Source: an optimization exercise on an open RTL-to-GDS flow (aim: small area, a short achievable clock period and few clock cycles per item). Production flows keep margins and buffers that such runs may drop.

the baseline:
==> flow/design.v <==
`default_nettype none
package dds_pkg;
	localparam int unsigned RAD_W  = 64;
	localparam int unsigned ROOT_W = 32;
endpackage
`default_nettype wire
`default_nettype none
module dds_square (
	input  wire logic [30:0] rem,     
	input  wire logic [29:0] q,       
	input  wire logic [3:0]  bits,    
	output logic      [1:0]  digit,
	output logic      [30:0] rem_n    
);
	logic [35:0] r4;
	logic [35:0] a3;
	logic [35:0] b3;
	logic [35:0] s3;
	logic [35:0] c3;
	logic [35:0] p1, p2, p3;    
	logic [35:0] k1, k2, k3;    
	logic        n1, n2, n3;    
	logic [30:0] pm;
	logic [30:0] km;
	assign r4 = {1'b0, rem, bits};
	dds_pfx_add #(36) u1 (.a(r4), .b(~{3'b000, q, 3'b001}), .cin(1'b1), .p(p1), .c(k1));
	dds_pfx_add #(36) u2 (.a(r4), .b(~{2'b00, q, 4'b0100}), .cin(1'b1), .p(p2), .c(k2));
	assign a3 = ~{2'b00, q, 4'b1000};
	assign b3 = ~{3'b000, q, 3'b001};
	assign s3 = r4 ^ a3 ^ b3;
	assign c3 = {(r4[34:0] & a3[34:0]) | (r4[34:0] & b3[34:0]) | (a3[34:0] & b3[34:0]), 1'b1};
	dds_pfx_add #(36) u3 (.a(s3), .b(c3), .cin(1'b1), .p(p3), .c(k3));
	assign n1 = p1[35] ^ k1[35];
	assign n2 = p2[35] ^ k2[35];
	assign n3 = p3[35] ^ k3[35];
	always_comb begin
		if (!n3) begin
			digit = 2'd3;
			pm    = p3[30:0];
			km    = k3[30:0];
		end else if (!n2) begin
			digit = 2'd2;
			pm    = p2[30:0];
			km    = k2[30:0];
		end else if (!n1) begin
			digit = 2'd1;
			pm    = p1[30:0];
			km    = k1[30:0];
		end else begin
			digit = 2'd0;
			pm    = r4[30:0];
			km    = '0;
		end
	end
	assign rem_n = pm ^ km;
endmodule
`default_nettype wire
`default_nettype none
module dds_pfx_add #(
	parameter int W = 36
) (
	input  wire logic [W-1:0] a,
	input  wire logic [W-1:0] b,
	input  wire logic         cin,
	output logic      [W-1:0] p,
	output logic      [W-1:0] c
);
	localparam int N = W + 1;
	logic [N-1:0] gg;
	logic [N-1:0] pp;
	always_comb begin
		gg = {a & b, cin};
		pp = {a ^ b, 1'b0};
		for (int i = 1; i < N; i += 2) begin
			gg[i] = gg[i] | (pp[i] & gg[i - 1]);
			pp[i] = pp[i] & pp[i - 1];
		end
		for (int l = 1; (1 << l) < N; l++) begin
			for (int i = N - 1; i >= 0; i--) begin
				if ((i % 2) == 1 && i - (1 << l) >= 0) begin
					gg[i] = gg[i] | (pp[i] & gg[i - (1 << l)]);
					pp[i] = pp[i] & pp[i - (1 << l)];
				end
			end
		end
		for (int i = 2; i < N; i += 2) begin
			gg[i] = gg[i] | (pp[i] & gg[i - 1]);
			pp[i] = pp[i] & pp[i - 1];
		end
	end
	assign p = a ^ b;
	assign c = gg[W-1:0];
endmodule
`default_nettype wire
`default_nettype none
module decimal_digit_square_root (
	input  wire logic                    clk,
	input  wire logic                    arst_n,
	input  wire logic                    start,
	output logic                         busy,
	input  wire logic signed [dds_pkg::RAD_W-1:0] radicand,
	output logic                         done,
	output logic [dds_pkg::ROOT_W-1:0]   root,
	output logic                         negative_input
);
	logic        busy_q;
	logic        done_q;
	logic        neg_q;
	logic [59:0] x_q;       
	logic [30:0] rem_q;     
	logic [31:0] q_q;       
	logic [3:0]  cnt_q;     
	logic        hz;
	logic [1:0]  d_hi;
	logic [1:0]  r_hi;
	logic [1:0]  d_lo;
	logic [2:0]  r_lo;
	logic [1:0]  digit;
	logic [30:0] rem_n;
	assign hz = (radicand[63:32] == 32'd0);
	always_comb begin
		if (radicand[62])            d_hi = 2'd2;
		else if (radicand[61:60] != 2'd0) d_hi = 2'd1;
		else                         d_hi = 2'd0;
		if (radicand[31:28] >= 4'd9)      d_lo = 2'd3;
		else if (radicand[31:28] >= 4'd4) d_lo = 2'd2;
		else if (radicand[31:28] >= 4'd1) d_lo = 2'd1;
		else                              d_lo = 2'd0;
	end
	assign r_hi = 2'({1'b0, radicand[62:60]} - 4'(d_hi * d_hi));
	assign r_lo = 3'(radicand[31:28] - 4'(d_lo * d_lo));
	dds_square u_step (
		.rem   (rem_q),
		.q     (q_q[29:0]),
		.bits  (x_q[59:56]),
		.digit (digit),
		.rem_n (rem_n)
	);
	always_ff @(posedge clk or negedge arst_n) begin
		if (!arst_n) begin
			busy_q <= 1'b0;
			done_q <= 1'b0;
		end else begin
			done_q <= 1'b0;
			if (!busy_q) begin
				if (start) begin
					if (radicand[63]) begin
						done_q <= 1'b1;
					end else begin
						busy_q <= 1'b1;
					end
				end
			end else if (cnt_q == 4'd0) begin
				busy_q <= 1'b0;
				done_q <= 1'b1;
			end
		end
	end
	always_ff @(posedge clk) begin
		if (!busy_q) begin
			x_q[59:32] <= hz ? radicand[27:0] : radicand[59:32];
			x_q[31:0]  <= radicand[31:0];
			neg_q      <= radicand[63];
			rem_q      <= {28'd0, hz ? r_lo : {1'b0, r_hi}};
			q_q        <= {30'd0, radicand[63] ? 2'd0 : (hz ? d_lo : d_hi)};
			cnt_q      <= hz ? 4'd6 : 4'd14;
		end else begin
			x_q[59:4]  <= x_q[55:0];
			x_q[3:0]   <= radicand[3:0];
			rem_q      <= rem_n;
			q_q        <= {q_q[29:0], digit};
			cnt_q      <= cnt_q - 4'd1;
		end
	end
	assign busy           = busy_q;
	assign done           = done_q;
	assign root           = q_q;
	assign negative_input = neg_q;
endmodule
`default_nettype wire
==> flow/config.mk <==
export PLATFORM = sky130hd
export DESIGN_NAME = decimal_digit_square_root
export DESIGN_NICKNAME = decimal_digit_square_root
export VERILOG_FILES = /design/flow/design.v
export SDC_FILE = /design/flow/constraint.sdc
export NUM_CORES = 4
export LEC_CHECK = 0
export CAP_MARGIN = 20
export CORE_MARGIN = 2
export CORE_UTILIZATION = 40
export CTS_BUF_LIST = sky130_fd_sc_hd__clkbuf_4 sky130_fd_sc_hd__clkbuf_8
export PLACE_DENSITY = 0.6
export SLEW_MARGIN = 20
==> flow/constraint.sdc <==
create_clock -name core_clock -period 10.0 [get_ports {clk}]
set_input_delay 2.0000 -clock core_clock [delete_from_list [all_inputs] [get_ports {clk}]]
set_output_delay 2.0000 -clock core_clock [all_outputs]
set_load 0.01 [all_outputs]
standard.sh (not shown) runs the stock make flow with config.mk's settings and CLKGATE_MAP_FILE= SYNTH_SCRIPT=/design/flow/synth_recipe.tcl, a recipe that flattens the netlist after the stock synthesis.
==> flow/flow/run.sh <==
#!/bin/bash
set -euo pipefail
bash standard.sh finish SETUP_SLACK_MARGIN=6.5 \
	"BUFFER_PORTS_ARGS=-buffer_cell sky130_fd_sc_hd__buf_1" > standard.log 2>&1
diff inputs: the baseline => the candidate
--- a/flow/design.v
+++ b/flow/design.v
@@ -69,25 +69,17 @@
 	logic [N-1:0] gg;
 	logic [N-1:0] pp;
 	always_comb begin
 		gg = {a & b, cin};
 		pp = {a ^ b, 1'b0};
-		for (int i = 1; i < N; i += 2) begin
-			gg[i] = gg[i] | (pp[i] & gg[i - 1]);
-			pp[i] = pp[i] & pp[i - 1];
-		end
-		for (int l = 1; (1 << l) < N; l++) begin
+		for (int l = 0; (1 << l) < N; l++) begin
 			for (int i = N - 1; i >= 0; i--) begin
-				if ((i % 2) == 1 && i - (1 << l) >= 0) begin
-					gg[i] = gg[i] | (pp[i] & gg[i - (1 << l)]);
-					pp[i] = pp[i] & pp[i - (1 << l)];
+				if (((i >> l) & 1) == 1) begin
+					gg[i] = gg[i] | (pp[i] & gg[((i >> l) << l) - 1]);
+					pp[i] = pp[i] & pp[((i >> l) << l) - 1];
 				end
 			end
-		end
-		for (int i = 2; i < N; i += 2) begin
-			gg[i] = gg[i] | (pp[i] & gg[i - 1]);
-			pp[i] = pp[i] & pp[i - 1];
 		end
 	end
 	assign p = a ^ b;
 	assign c = gg[W-1:0];
 endmodule
Results
The candidate: done, clean on timing, DRC and antenna. Delta (the candidate minus the baseline): starting utilization of the core area moved down, met2 usage moved down. The higher share of the final layout cell area in sequential cells of the candidate and the baseline is in the candidate. Compared with the baseline, in the candidate post-synthesis to final-layout area growth down 1.4 points; core utilization of the finished layout -0.90 points; non-clock buffer count -12%. Delta (the candidate minus the baseline): share of the synthesized area in compound gates (AO/OA/AOI/OAI) decreased 2.2 points, total wire length after detailed routing now sits lower, core outline area went down, die area now smaller.
Function was not checked in any run of this note: the RTL went through the layout flow alone.

the previous run:
decimal_digit_square_root, a different RTL version from the one above (not shown whole).
For scale: roughly 130 flip-flops, ~100 I/O pins, roughly 0.0093 mm^2 of cells after synthesis.
==> module dds_square, before the edit <==
module dds_square (
	input  wire logic [30:0] rem,
	input  wire logic [29:0] q,
	input  wire logic [3:0]  bits,
	output logic      [1:0]  digit,
	output logic      [30:0] rem_n
);
	logic [35:0] r4, t1, t2, t3, a3, b3, s3, c3;
	assign r4 = {1'b0, rem, bits};
	dds_pfx_add #(36, 1) u1 (.a(r4), .b(~{3'b000, q, 3'b001}), .cin(1'b1), .s(t1));
	dds_pfx_add #(36, 1) u2 (.a(r4), .b(~{2'b00, q, 4'b0100}), .cin(1'b1), .s(t2));
	assign a3 = ~{2'b00, q, 4'b1000};
	assign b3 = ~{3'b000, q, 3'b001};
	assign s3 = r4 ^ a3 ^ b3;
	assign c3 = {(r4[34:0] & a3[34:0]) | (r4[34:0] & b3[34:0]) | (a3[34:0] & b3[34:0]), 1'b1};
	dds_pfx_add #(36, 1) u3 (.a(s3), .b(c3), .cin(1'b1), .s(t3));
	always_comb begin
		if (!t3[35]) begin digit = 2'd3; rem_n = t3[30:0]; end
		else if (!t2[35]) begin digit = 2'd2; rem_n = t2[30:0]; end
		else if (!t1[35]) begin digit = 2'd1; rem_n = t1[30:0]; end
		else begin digit = 2'd0; rem_n = r4[30:0]; end
	end
endmodule
==> module dds_pfx_add, before the edit <==
module dds_pfx_add #(
	parameter int W    = 36,
	parameter int KIND = 0
) (
	input  wire logic [W-1:0] a,
	input  wire logic [W-1:0] b,
	input  wire logic         cin,
	output logic      [W-1:0] s
);
	localparam int N = W + 1;
	logic [N-1:0] g;
	logic [N-1:0] p;
	logic [N-1:0] gg;
	logic [N-1:0] pp;
	always_comb begin
		g = {a & b, cin};
		p = {a ^ b, 1'b0};
		gg = g;
		pp = p;
		if (KIND == 0) begin
			for (int l = 0; (1 << l) < N; l++) begin
				for (int i = N - 1; i >= 0; i--) begin
					if (((i >> l) & 1) == 1) begin
						int j;
						j = ((i >> l) << l) - 1;
						gg[i] = gg[i] | (pp[i] & gg[j]);
						pp[i] = pp[i] & pp[j];
					end
				end
			end
		end else if (KIND == 1) begin
			for (int l = 0; (1 << l) < N; l++) begin
				for (int i = (2 << l) - 1; i < N; i += (2 << l)) begin
					gg[i] = gg[i] | (pp[i] & gg[i - (1 << l)]);
					pp[i] = pp[i] & pp[i - (1 << l)];
				end
			end
			for (int l = 5; l >= 0; l--) begin
				for (int i = 3 * (1 << l) - 1; i < N; i += (2 << l)) begin
					gg[i] = gg[i] | (pp[i] & gg[i - (1 << l)]);
					pp[i] = pp[i] & pp[i - (1 << l)];
				end
			end
		end else begin
			for (int i = 1; i < N; i++) begin
				gg[i] = gg[i] | (pp[i] & gg[i - 1]);
			end
		end
		for (int i = 0; i < W; i++) s[i] = p[i + 1] ^ gg[i];
	end
endmodule
==> flow/config.mk <==
export PLATFORM = sky130hd
export DESIGN_NAME = decimal_digit_square_root
export DESIGN_NICKNAME = decimal_digit_square_root
export VERILOG_FILES = /design/flow/design.v
export SDC_FILE = /design/flow/constraint.sdc
export NUM_CORES = 4
export LEC_CHECK = 0
export CAP_MARGIN = 20
export CORE_MARGIN = 2
export CORE_UTILIZATION = 40
export CTS_BUF_LIST = sky130_fd_sc_hd__clkbuf_4 sky130_fd_sc_hd__clkbuf_8
export PLACE_DENSITY = 0.6
export SLEW_MARGIN = 20
==> flow/constraint.sdc <==
create_clock -name core_clock -period 10.0 [get_ports {clk}]
set_input_delay 2.0000 -clock core_clock [delete_from_list [all_inputs] [get_ports {clk}]]
set_output_delay 2.0000 -clock core_clock [all_outputs]
set_load 0.01 [all_outputs]
Scripts as last shown in full above: flow/flow/run.sh
The inputs of the current run differ from those of the previous run as listed below.
--- a/flow/design.v
+++ b/flow/design.v
@@ -11,19 +11,19 @@
 	input  wire logic [3:0]  bits,
 	output logic      [1:0]  digit,
 	output logic      [30:0] rem_n
 );
 	logic [35:0] r4, t1, t2, t3, a3, b3, s3, c3;
 	assign r4 = {1'b0, rem, bits};
-	dds_pfx_add #(36, 1) u1 (.a(r4), .b(~{3'b000, q, 3'b001}), .cin(1'b1), .s(t1));
-	dds_pfx_add #(36, 1) u2 (.a(r4), .b(~{2'b00, q, 4'b0100}), .cin(1'b1), .s(t2));
+	dds_pfx_add #(36, 3) u1 (.a(r4), .b(~{3'b000, q, 3'b001}), .cin(1'b1), .s(t1));
+	dds_pfx_add #(36, 3) u2 (.a(r4), .b(~{2'b00, q, 4'b0100}), .cin(1'b1), .s(t2));
 	assign a3 = ~{2'b00, q, 4'b1000};
 	assign b3 = ~{3'b000, q, 3'b001};
 	assign s3 = r4 ^ a3 ^ b3;
 	assign c3 = {(r4[34:0] & a3[34:0]) | (r4[34:0] & b3[34:0]) | (a3[34:0] & b3[34:0]), 1'b1};
-	dds_pfx_add #(36, 1) u3 (.a(s3), .b(c3), .cin(1'b1), .s(t3));
+	dds_pfx_add #(36, 3) u3 (.a(s3), .b(c3), .cin(1'b1), .s(t3));
 	always_comb begin
 		if (!t3[35]) begin digit = 2'd3; rem_n = t3[30:0]; end
 		else if (!t2[35]) begin digit = 2'd2; rem_n = t2[30:0]; end
 		else if (!t1[35]) begin digit = 2'd1; rem_n = t1[30:0]; end
 		else begin digit = 2'd0; rem_n = r4[30:0]; end
 	end
@@ -69,12 +69,29 @@
 			end
 			for (int l = 5; l >= 0; l--) begin
 				for (int i = 3 * (1 << l) - 1; i < N; i += (2 << l)) begin
 					gg[i] = gg[i] | (pp[i] & gg[i - (1 << l)]);
 					pp[i] = pp[i] & pp[i - (1 << l)];
 				end
+			end
+		end else if (KIND == 3) begin
+			for (int i = 1; i < N; i += 2) begin
+				gg[i] = gg[i] | (pp[i] & gg[i - 1]);
+				pp[i] = pp[i] & pp[i - 1];
+			end
+			for (int l = 1; (1 << l) < N; l++) begin
+				for (int i = N - 1; i >= 0; i--) begin
+					if ((i % 2) == 1 && i - (1 << l) >= 0) begin
+						gg[i] = gg[i] | (pp[i] & gg[i - (1 << l)]);
+						pp[i] = pp[i] & pp[i - (1 << l)];
+					end
+				end
+			end
+			for (int i = 2; i < N; i += 2) begin
+				gg[i] = gg[i] | (pp[i] & gg[i - 1]);
+				pp[i] = pp[i] & pp[i - 1];
 			end
 		end else begin
 			for (int i = 1; i < N; i++) begin
 				gg[i] = gg[i] | (pp[i] & gg[i - 1]);
 			end
 		end
- Taking the previous run as 1.0, the current run lands at 0.806 on number of instances resized during post-cts repair.
- The capturing instance or port of the critical path comes out rem_q[22] in one run and rem_q[17] in the other, namely in the previous run and the current run respectively.
- Between the current run and the previous run, the instance area at placement is higher for the current run.
- Comparing area share of buffers outside the clock network for the current run and the previous run, the smaller number came from the previous run.
- Final worst slack for the current run is lower than for the previous run.
- Compared the current run against the previous run; die span in y within noise.
No run of this note included a check of the RTL's function; only the layout flow was run.

[static timing again, ports no longer ideal]
The flow's constraints put no driver on any port. The routed layouts listed below were extracted and timed again, unchanged, in two steps. Step 1, drivers: a clkbuf_16 drives clk and a buf_2 each remaining input, both assumed. Step 2 moves the port delays by t, midway between the first and last clock arrival at a register: inputs arrive t later, outputs are due t later. That takes back most of the time a late clock gives input paths. a / b / c = ideal / step 1 / step 2; a / b = the first two.
run	t (ns)	setup WS [ns]	clock arrival spread, ns	worst slew at a driven data input, ns	cell pins on the clock port's net
the baseline	0.515	6.528 / 6.528 / 6.237	0.023 / 0.024	0.04	1
the candidate	0.506	6.526 / 6.526 / 6.294	0.021 / 0.021	0.05	1
the previous run	0.506	6.612 / 6.612 / 6.168	0.028 / 0.028	0.04	1
the current run	0.504	6.523 / 6.523 / 6.286	0.019 / 0.020	0.05	1
After both steps every run listed still meets setup and hold. The setup slack of the previous run, which loses most, moves by 0.000 ns with the drivers and by -0.444 ns with both steps.
